This design comes from an exercise in tuning for small area and a short achievable clock period on the open sky130 flow, not from production work. At most, simulation tests tie the RTL to the original design; equivalence was not proved. Power figures rest on the tool's default switching activity, not on a simulated workload.

// mem_resp
module mem_resp #(
  parameter int ADR_WIDTH   = 10,
  parameter int DAT_WIDTH   = 8,
  parameter int MEM_DEPTH   = 256,
  parameter int WAIT_STATES = 2
) (
  input  logic                 clk_i,
  input  logic                 rst_ni,
  input  logic                 req_i,
  input  logic                 we_i,
  input  logic [ADR_WIDTH-1:0] adr_i,
  input  logic [DAT_WIDTH-1:0] dat_i,
  output logic                 busy_o,
  output logic                 ack_o,
  output logic                 err_o,
  output logic [DAT_WIDTH-1:0] dat_o
);
Size: roughly 4300 cells after synthesis, ~2200 flip-flops, roughly 33 I/O pins, roughly 56000 µm² of cells after synthesis.
clock: 4.5 ns
lec_check: 0
abc_clock_period_in_ps: 2000
cap_margin: 20
core_margin: 2
core_utilization: 70
cts_buf_list: sky130_fd_sc_hd__clkbuf_8 sky130_fd_sc_hd__clkbuf_16
cts_cluster_diameter: 120
cts_cluster_size: 30
setup_slack_margin: 2.4
slew_margin: 20
standard.sh (not shown) runs the stock make flow with config.mk's settings and CLKGATE_MAP_FILE= SYNTH_SCRIPT=/design/flow/synth_recipe.tcl, a recipe that flattens the netlist after the stock synthesis.
==> flow/flow/run.sh <==
#!/bin/bash
# Own layout flow: the standard synthesis unchanged, then the standard
# ORFS layout with two resizer settings changed:
#  - ports are buffered with a plain buf_4 (instead of the delay cell
#    buffer_ports picks by default), so inputs and outputs are not slowed down;
#  - repair_timing may resize a cell to any footprint (MATCH_CELL_FOOTPRINT=0).
# Each step's full output goes to its own log file in this folder; ORFS's own
# per-stage logs are under orfs/logs/.
set -euo pipefail
bash standard.sh synth > synth.log 2>&1
bash standard.sh MATCH_CELL_FOOTPRINT=0 "CTS_ARGS=-sink_clustering_enable -repair_clock_nets -sink_clustering_size 30 -sink_clustering_max_diameter 120 -buf_list {sky130_fd_sc_hd__clkbuf_8 sky130_fd_sc_hd__clkbuf_16} -apply_ndr full" "BUFFER_PORTS_ARGS=-buffer_cell sky130_fd_sc_hd__buf_4" finish > layout.log 2>&1
==> next run, changes <==
--- a/flow/flow/run.sh
+++ b/flow/flow/run.sh
@@ -9,3 +9,3 @@
 set -euo pipefail
 bash standard.sh synth > synth.log 2>&1
-bash standard.sh MATCH_CELL_FOOTPRINT=0 "CTS_ARGS=-sink_clustering_enable -repair_clock_nets -sink_clustering_size 30 -sink_clustering_max_diameter 120 -buf_list {sky130_fd_sc_hd__clkbuf_8 sky130_fd_sc_hd__clkbuf_16} -apply_ndr full" "BUFFER_PORTS_ARGS=-buffer_cell sky130_fd_sc_hd__buf_4" finish > layout.log 2>&1
+bash standard.sh MATCH_CELL_FOOTPRINT=0 "BUFFER_PORTS_ARGS=-buffer_cell sky130_fd_sc_hd__buf_4" finish > layout.log 2>&1
CORE_UTILIZATION = 55   (was 70)
After rerunning: Sequential cell count stays the same. Setup slack loses 0.031 ns. Sequential share of layout area fell by 0.49 points. Final area rose by 0.61%. Power barely changes.
==> next run, changes <==
ABC_CLOCK_PERIOD_IN_PS = 2300   (was 2000)
SETUP_SLACK_MARGIN = 2.2   (was 2.4)
After rerunning: Clock-buffer cell count does not change. Wire length barely changes. Core utilization drops by 0.33 points. Non-clock buffer count decreases by 9. Area after synthesis stays the same. Sequential share of layout area is higher by 0.37 points. Die area is unchanged. Hold slack gets worse by 0.0049 ns. Sequential cell count does not change.
==> next run, changes <==
ABC_CLOCK_PERIOD_IN_PS = 2000   (was 2300)
SETUP_SLACK_MARGIN = 2.6   (was 2.2)
What happened:
- count of clock-buffer cells in the layout rises by 1
- non-clock buffer count rises by 26
- synthesized cell count does not change

========
The RTL this note starts from:
==> flow/design.v <==
module mem_resp #(
  parameter int ADR_WIDTH   = 10,
  parameter int DAT_WIDTH   = 8,
  parameter int MEM_DEPTH   = 256,
  parameter int WAIT_STATES = 2
) (
  input  logic                 clk_i,
  input  logic                 rst_ni,
  input  logic                 req_i,
  input  logic                 we_i,
  input  logic [ADR_WIDTH-1:0] adr_i,
  input  logic [DAT_WIDTH-1:0] dat_i,
  output logic                 busy_o,
  output logic                 ack_o,
  output logic                 err_o,
  output logic [DAT_WIDTH-1:0] dat_o
);
  localparam int IDX_W = (MEM_DEPTH > 1) ? $clog2(MEM_DEPTH) : 1;
  localparam logic [63:0] DEPTH64 = MEM_DEPTH;
  function automatic logic out_of_range(input logic [ADR_WIDTH-1:0] a);
    out_of_range = ({{(64-ADR_WIDTH){1'b0}}, a} >= DEPTH64);
  endfunction
  if (ADR_WIDTH == 10 && DAT_WIDTH == 8 && MEM_DEPTH == 256 && WAIT_STATES == 2) begin : g_ring
    localparam int N  = 256;
    localparam int W  = 8;
    logic idle, s1, s2, s3;
    logic ld_w, ld_r;           
    logic         we_q, oor_q;
    always_ff @(posedge clk_i or negedge rst_ni) begin
      if (!rst_ni) begin
        idle   <= 1'b1;
        busy_o <= 1'b0;
        ack_o  <= 1'b0;
        err_o  <= 1'b0;
        s1     <= 1'b0;
        s2     <= 1'b0;
        s3     <= 1'b0;
        ld_w   <= 1'b0;
        ld_r   <= 1'b0;
      end else begin
        idle   <= (idle && !req_i) || ack_o;
        s1     <= idle && req_i;
        s2     <= s1;
        s3     <= s2;
        ld_w   <= s2 && we_q && !oor_q;
        ld_r   <= s2 && !we_q;
        ack_o  <= s3;
        err_o  <= s3 && oor_q;
        busy_o <= (idle && req_i) || s1 || s2 || s3;
      end
    end
    logic [7:0]   c;            
    logic [W-1:0] dat_q;
    logic [7:0]   rn, rn_nx;
    logic [31:0]  sa;           
    assign rn_nx = idle ? adr_i[7:0] + c : rn + 8'd1;
    always_ff @(posedge clk_i) begin
      c  <= c + 8'd1;
      rn <= rn_nx;
      for (int i = 0; i < 32; i++) sa[i] <= (rn_nx[5:1] == 5'(i));
      if (idle) begin
        we_q  <= we_i;
        oor_q <= out_of_range(adr_i);
        dat_q <= dat_i;
      end
    end
    logic [W-1:0] wdn;          
    logic [7:0]   wq, wq_nx;
    logic [7:0]   plo, pmi;
    logic [3:0]   phi;
    assign wq_nx = ld_w ? rn + 8'd1 : wq + 8'd1;
    always_ff @(posedge clk_i) begin
      if (ld_w) wdn <= ~dat_q;
      wq <= wq_nx;
      for (int i = 0; i < 8; i++) plo[i] <= (wq_nx[2:0] == 3'(i));
      for (int i = 0; i < 8; i++) pmi[i] <= (wq_nx[5:3] == 3'(i));
      for (int i = 0; i < 4; i++) phi[i] <= (wq_nx[7:6] == 2'(i));
    end
    logic [N*W-1:0] ring;
    for (genvar p = 0; p < N; p++) begin : g_pos
      localparam int PREV = (p + N - 1) % N;
      if ((p % 5 == 0 && p <= 250) || p == 253) begin : g_port
        wire seln = !(plo[p%8] && pmi[(p/8)%8] && phi[p/64]);
        always_ff @(posedge clk_i)
          ring[p*W +: W] <= ~((wdn | {W{seln}}) & ~(ring[PREV*W +: W] & {W{seln}}));
      end else begin : g_shift
        always_ff @(posedge clk_i)
          ring[p*W +: W] <= ring[PREV*W +: W];
      end
    end
    logic [W-1:0] tap [N/2];
    for (genvar j = 0; j < N/2; j++) begin : g_tap
      assign tap[j] = ring[((2*j + N - 1) % N)*W +: W];
    end
    logic [W-1:0] tsel [4];
    always_comb begin
      for (int g = 0; g < 4; g++) begin
        tsel[g] = '0;
        for (int i = 0; i < 32; i++)
          tsel[g] = tsel[g] | ({W{sa[i]}} & tap[g*32 + i]);
      end
    end
    logic [W-1:0] grp [4];
    logic [1:0]   gq;
    logic         hq;
    logic [W-1:0] rdbuf;
    logic [W-1:0] rdx;
    logic         byp;
    always_ff @(posedge clk_i) begin
      for (int g = 0; g < 4; g++) grp[g] <= tsel[g];
      gq    <= rn[7:6];
      hq    <= !rn[0];
      rdbuf <= rdx;
      byp   <= (rn == wq);
    end
    assign rdx = hq ? grp[gq] : rdbuf;
    always_ff @(posedge clk_i or negedge rst_ni) begin
      if (!rst_ni) dat_o <= '0;
      else if (ld_r) dat_o <= oor_q ? '0 : (byp ? ~wdn : rdx);
    end
  end else begin : g_plain
    localparam logic [3:0] WS_INIT = WAIT_STATES;
    typedef enum logic [1:0] {
      S_IDLE = 2'd0,
      S_WAIT = 2'd1,
      S_ACK  = 2'd2
    } state_t;
    state_t               state;
    logic [3:0]           cnt;
    logic                 we_q;
    logic                 oor_q;
    logic [IDX_W-1:0]     idx_q;
    logic [DAT_WIDTH-1:0] dat_q;
    logic                 access;
    logic [DAT_WIDTH-1:0] mem [MEM_DEPTH];
    assign access = (state == S_WAIT) && (cnt == 4'd0);
    always_ff @(posedge clk_i or negedge rst_ni) begin
      if (!rst_ni) begin
        state  <= S_IDLE;
        cnt    <= 4'd0;
        we_q   <= 1'b0;
        oor_q  <= 1'b0;
        idx_q  <= '0;
        dat_q  <= '0;
        busy_o <= 1'b0;
        ack_o  <= 1'b0;
        err_o  <= 1'b0;
        dat_o  <= '0;
      end else begin
        case (state)
          S_IDLE: begin
            if (req_i) begin
              we_q   <= we_i;
              oor_q  <= out_of_range(adr_i);
              idx_q  <= adr_i[IDX_W-1:0];
              dat_q  <= dat_i;
              cnt    <= WS_INIT;
              busy_o <= 1'b1;
              state  <= S_WAIT;
            end
          end
          S_WAIT: begin
            if (cnt != 4'd0) begin
              cnt <= cnt - 4'd1;
            end else begin
              if (!we_q) dat_o <= oor_q ? '0 : mem[idx_q];
              ack_o <= 1'b1;
              err_o <= oor_q;
              state <= S_ACK;
            end
          end
          default: begin
            ack_o  <= 1'b0;
            err_o  <= 1'b0;
            busy_o <= 1'b0;
            state  <= S_IDLE;
          end
        endcase
      end
    end
    always_ff @(posedge clk_i) begin
      if (access && we_q && !oor_q) mem[idx_q] <= dat_q;
    end
  end
endmodule
clock: 4.5 ns
lec_check: 0
abc_clock_period_in_ps: 2000
cap_margin: 20
core_margin: 2
core_utilization: 70
cts_buf_list: sky130_fd_sc_hd__clkbuf_8 sky130_fd_sc_hd__clkbuf_16
cts_cluster_diameter: 120
cts_cluster_size: 30
setup_slack_margin: 2.3
slew_margin: 20
==> flow/flow/run.sh <==
#!/bin/bash
# Own layout flow: the standard synthesis unchanged, then the standard
# ORFS layout with two resizer settings changed:
#  - ports are buffered with a plain buf_4 (instead of the delay cell
#    buffer_ports picks by default), so inputs and outputs are not slowed down;
#  - repair_timing may resize a cell to any footprint (MATCH_CELL_FOOTPRINT=0).
# Each step's full output goes to its own log file in this folder; ORFS's own
# per-stage logs are under orfs/logs/.
set -euo pipefail
bash standard.sh synth > synth.log 2>&1
bash standard.sh MATCH_CELL_FOOTPRINT=0 "BUFFER_PORTS_ARGS=-buffer_cell sky130_fd_sc_hd__buf_4" finish > layout.log 2>&1
Edit:
- SETUP_SLACK_MARGIN: 2.3 -> 2.4
Outcome:
- first-iteration DRC count is higher by 5.9%
- cell area is higher by 0.51%
- via count goes up by 1.1%
- synthesized area is unchanged
- routed wire length goes up by 0.50%
- global-route usage barely changes
- sequential power stays flat
- die area does not change
- total power grows by 0.62%
- setup slack gains 0.036 ns
- utilization rose by 0.39 points
Function was not checked in any run of this note: the RTL went through the layout flow alone.

========
== P ==
Another version of the RTL of mem_resp (not shown whole).
Size in the first run: about 4100 cells after synthesis, about 2200 flip-flops, roughly 33 I/O pins, roughly 58000 um^2 of cells after synthesis.
Settings: LEC_CHECK=0, ABC_CLOCK_PERIOD_IN_PS=2300, CAP_MARGIN=20, CORE_MARGIN=2, CORE_UTILIZATION=55, CTS_BUF_LIST=sky130_fd_sc_hd__clkbuf_8 sky130_fd_sc_hd__clkbuf_16, CTS_CLUSTER_DIAMETER=120, CTS_CLUSTER_SIZE=30, SETUP_SLACK_MARGIN=2.2, SLEW_MARGIN=20; clock period 4.5 ns.
run.sh (not shown) runs the stock make flow with config.mk's settings and CLKGATE_MAP_FILE= SYNTH_SCRIPT=/design/flow/synth_recipe.tcl, a recipe that flattens the netlist after the stock synthesis.
Stock flow here: none of the scripts above is used.
Input changes introduced in Q (baseline for comparison: P):
Settings: clearing CTS_BUF_LIST, which used to be sky130_fd_sc_hd__clkbuf_8 sky130_fd_sc_hd__clkbuf_16; clearing CTS_CLUSTER_DIAMETER, which used to be 120; clearing CTS_CLUSTER_SIZE, which used to be 30.
Findings:
- Delta (Q minus P): sequential share of layout area shows a reduction of 4.8 points, share of layout cells above drive strength 1 rose by 4.4 points, worst setup margin has increased.
- As far as placed cell area goes, Q and P are indistinguishable; the numbers are identical.
- For the signed area change from the synthesized netlist to the final layout, Q came in 8.1 points higher than P did.
- Comparing worst hold slack after final layout for P and Q, the bigger number came from Q.
- Between Q and P, it is Q whose routed wire length is higher, by about 2%.
- In the flow results for P and Q, the maximum clock rate is larger on Q.
- Clock network fraction of total power, P and Q: higher on Q
No functional check of the RTL was part of any run of this note.

========
Setup of exp/onyx:
mem_resp, a different RTL version from the one above (not shown whole).
For scale: ~2200 flip-flops, about 33 I/O pins, about 0.079 mm² of cells after synthesis.
==> flow/config.mk <==
export PLATFORM = sky130hd
export DESIGN_NAME = mem_resp
export DESIGN_NICKNAME = mem_resp
export VERILOG_FILES = /design/flow/design.v
export SDC_FILE = /design/flow/constraint.sdc
export NUM_CORES = 4
export LEC_CHECK = 0
export ABC_CLOCK_PERIOD_IN_PS = 2300
export CAP_MARGIN = 20
export CORE_MARGIN = 2
export CORE_UTILIZATION = 55
export CTS_BUF_LIST = sky130_fd_sc_hd__clkbuf_8 sky130_fd_sc_hd__clkbuf_16
export CTS_CLUSTER_DIAMETER = 120
export CTS_CLUSTER_SIZE = 30
export SETUP_SLACK_MARGIN = 2.3
export SLEW_MARGIN = 20
==> flow/constraint.sdc <==
create_clock -name core_clock -period 4.5 [get_ports {clk_i}]
set_input_delay 0.9000 -clock core_clock [delete_from_list [all_inputs] [get_ports {clk_i}]]
set_output_delay 0.9000 -clock core_clock [all_outputs]
set_load 0.01 [all_outputs]
standard.sh (not shown) runs the stock make flow with config.mk's settings and CLKGATE_MAP_FILE= SYNTH_SCRIPT=/design/flow/synth_recipe.tcl, a recipe that flattens the netlist after the stock synthesis.
Scripts as last shown in full above: flow/flow/run.sh
exp/onyx: flow completed, timing, DRC and antenna clean
Edits applied to the flow inputs when going from exp/onyx to exp/willow:
==> flow/run.sh (new file) <==
#!/bin/bash
# synth_recipe.tcl (not shown) runs the flow's synth.tcl, then flattens the netlist and writes it again
# the make line also repeats each setting of config.mk as NAME=value (left out here)
make -C /OpenROAD-flow-scripts/flow DESIGN_CONFIG=/design/flow/config.mk WORK_HOME=/design/flow/orfs CLKGATE_MAP_FILE= SYNTH_SCRIPT=/design/flow/synth_recipe.tcl finish
removed: flow/flow/run.sh
removed: flow/standard.sh
Share of power burned in the clock network ended up 0.3 points lower on exp/willow than on exp/onyx. On cell count, exp/onyx and exp/willow are basically level. In terms of async set or reset register ratio after synthesis, exp/onyx and exp/willow differ only marginally. Cmp exp/willow vs exp/onyx: global-route usage higher in exp/willow.

========
== the baseline ==
mem_resp, a different RTL version from the one above (not shown whole).
Size: ~3,900 cells after synthesis, about 2,200 flip-flops, about 33 I/O pins, roughly 0.058 mm² of cells after synthesis.
clock: 4.5 ns
lec_check: 0
abc_clock_period_in_ps: 2300
cap_margin: 20
core_margin: 2
core_utilization: 55
cts_buf_list: sky130_fd_sc_hd__clkbuf_8 sky130_fd_sc_hd__clkbuf_16
cts_cluster_diameter: 120
cts_cluster_size: 30
setup_slack_margin: 2.2
slew_margin: 20
==> flow/flow/run.sh <==
#!/bin/bash
# Own layout flow: the standard synthesis unchanged, then the standard
# ORFS layout with two resizer settings changed:
#  - ports are buffered with a plain buf_4 (instead of the delay cell
#    buffer_ports picks by default), so inputs and outputs are not slowed down;
#  - repair_timing may resize a cell to any footprint (MATCH_CELL_FOOTPRINT=0).
# Each step's full output goes to its own log file in this folder; ORFS's own
# per-stage logs are under orfs/logs/.
set -euo pipefail
bash standard.sh synth > synth.log 2>&1
bash standard.sh MATCH_CELL_FOOTPRINT=0 "BUFFER_PORTS_ARGS=-buffer_cell sky130_fd_sc_hd__buf_4" finish > layout.log 2>&1
The baseline: done, clean on timing, DRC and antenna
--- input diff the baseline..the candidate ---
==> flow/run.sh (new file) <==
#!/bin/bash
# synth_recipe.tcl (not shown) runs the flow's synth.tcl, then flattens the netlist and writes it again
# the make line also repeats each setting of config.mk as NAME=value (left out here)
make -C /OpenROAD-flow-scripts/flow DESIGN_CONFIG=/design/flow/config.mk WORK_HOME=/design/flow/orfs CLKGATE_MAP_FILE= SYNTH_SCRIPT=/design/flow/synth_recipe.tcl finish
removed: flow/flow/run.sh
removed: flow/standard.sh
==> run notes <==
On power density normalized to cell area, the baseline tracks the candidate almost exactly. Taking the baseline as the reference point, the initial antenna violation count of the candidate falls by 3. Post-route met1 wirelength: the baseline vs the candidate — no meaningful difference. [the candidate] sequential share of cell area fell 0.16 points relative to the baseline. Row area growth from synthesis to layout: the candidate higher / the baseline lower. Between the candidate and the baseline, the power consumption does not differ in any meaningful way. In terms of leakage power figure, the baseline and the candidate differ only marginally. Compared the baseline against the candidate; H-tree level count within noise. For the candidate, the end of the critical path was g_ring.grp[0][0], unlike the baseline, where it was g_ring.grp[3][7]. Per the comparison of the candidate with the baseline, maximum frequency now sits lower, design area now sits at about the same level, share of the cycle needed by the critical path after routing now sits higher.

afterwards: timing with drivers on the ports:
The flow's constraints put no driver on any port. The routed layouts listed below were extracted and timed again, unchanged, in two steps. Step 1, drivers: a clkbuf_16 drives clk_i and a buf_2 each remaining input, both assumed. Step 2 moves the port delays by t, midway between the first and last clock arrival at a register: inputs arrive t later, outputs are due t later. That takes back most of the time a late clock gives input paths. Three values: ideal, step 1, step 2; two values: the first two.
| run | t (ns) | setup WS [ns] | hold WS [ns] | worst data-port slew with drivers (ns) | pins driven straight from the clock port |
|---|---|---|---|---|---|
| the first run of note 1 | 0.742 | 2.307 / 2.237 / 1.666 | 0.060 / 0.017 / 0.315 | 0.05 | 1 |
| the second run of note 1 | 0.772 | 2.277 / 2.201 / 1.681 | 0.060 / 0.008 / 0.325 | 0.03 | 1 |
| the third run of note 1 | 0.763 | 2.235 / 2.161 / 1.685 | 0.055 / 0.006 / 0.325 | 0.03 | 1 |
| the fourth run of note 1 | 0.778 | 2.293 / 2.213 / 1.665 | 0.034 / -0.021 / 0.312 | 0.03 | 1 |
| the first run of note 2 | 0.738 | 2.300 / 2.225 / 1.655 | 0.066 / 0.014 / 0.317 | 0.06 | 1 |
| the second run of note 2 | 0.740 | 2.336 / 2.267 / 1.715 | 0.057 / 0.012 / 0.315 | 0.06 | 1 |
| P | 0.770 | 2.156 / 2.156 / 1.590 | 0.310 / 0.310 / 0.310 | 0.04 | 1 |
| Q | 0.866 | 2.220 / 2.210 / 1.482 | 0.313 / 0.313 / 0.313 | 0.04 | 1 |
| exp/onyx | 0.802 | 1.823 / 1.823 / 1.823 | 0.177 / 0.128 / 0.398 | 0.04 | 1 |
| exp/willow | 0.808 | 1.781 / 1.781 / 1.781 | 0.282 / 0.224 / 0.388 | 0.05 | 1 |
| the baseline | 0.778 | 2.233 / 2.233 / 1.884 | 0.029 / -0.020 / 0.304 | 0.05 | 1 |
| the candidate | 0.767 | 2.222 / 2.186 / 1.576 | 0.311 / 0.311 / 0.311 | 0.05 | 1 |
After both steps every run listed still meets setup and hold. For Q, which loses most, drivers alone change the setup slack by -0.010 ns; drivers and shift together by -0.738 ns.
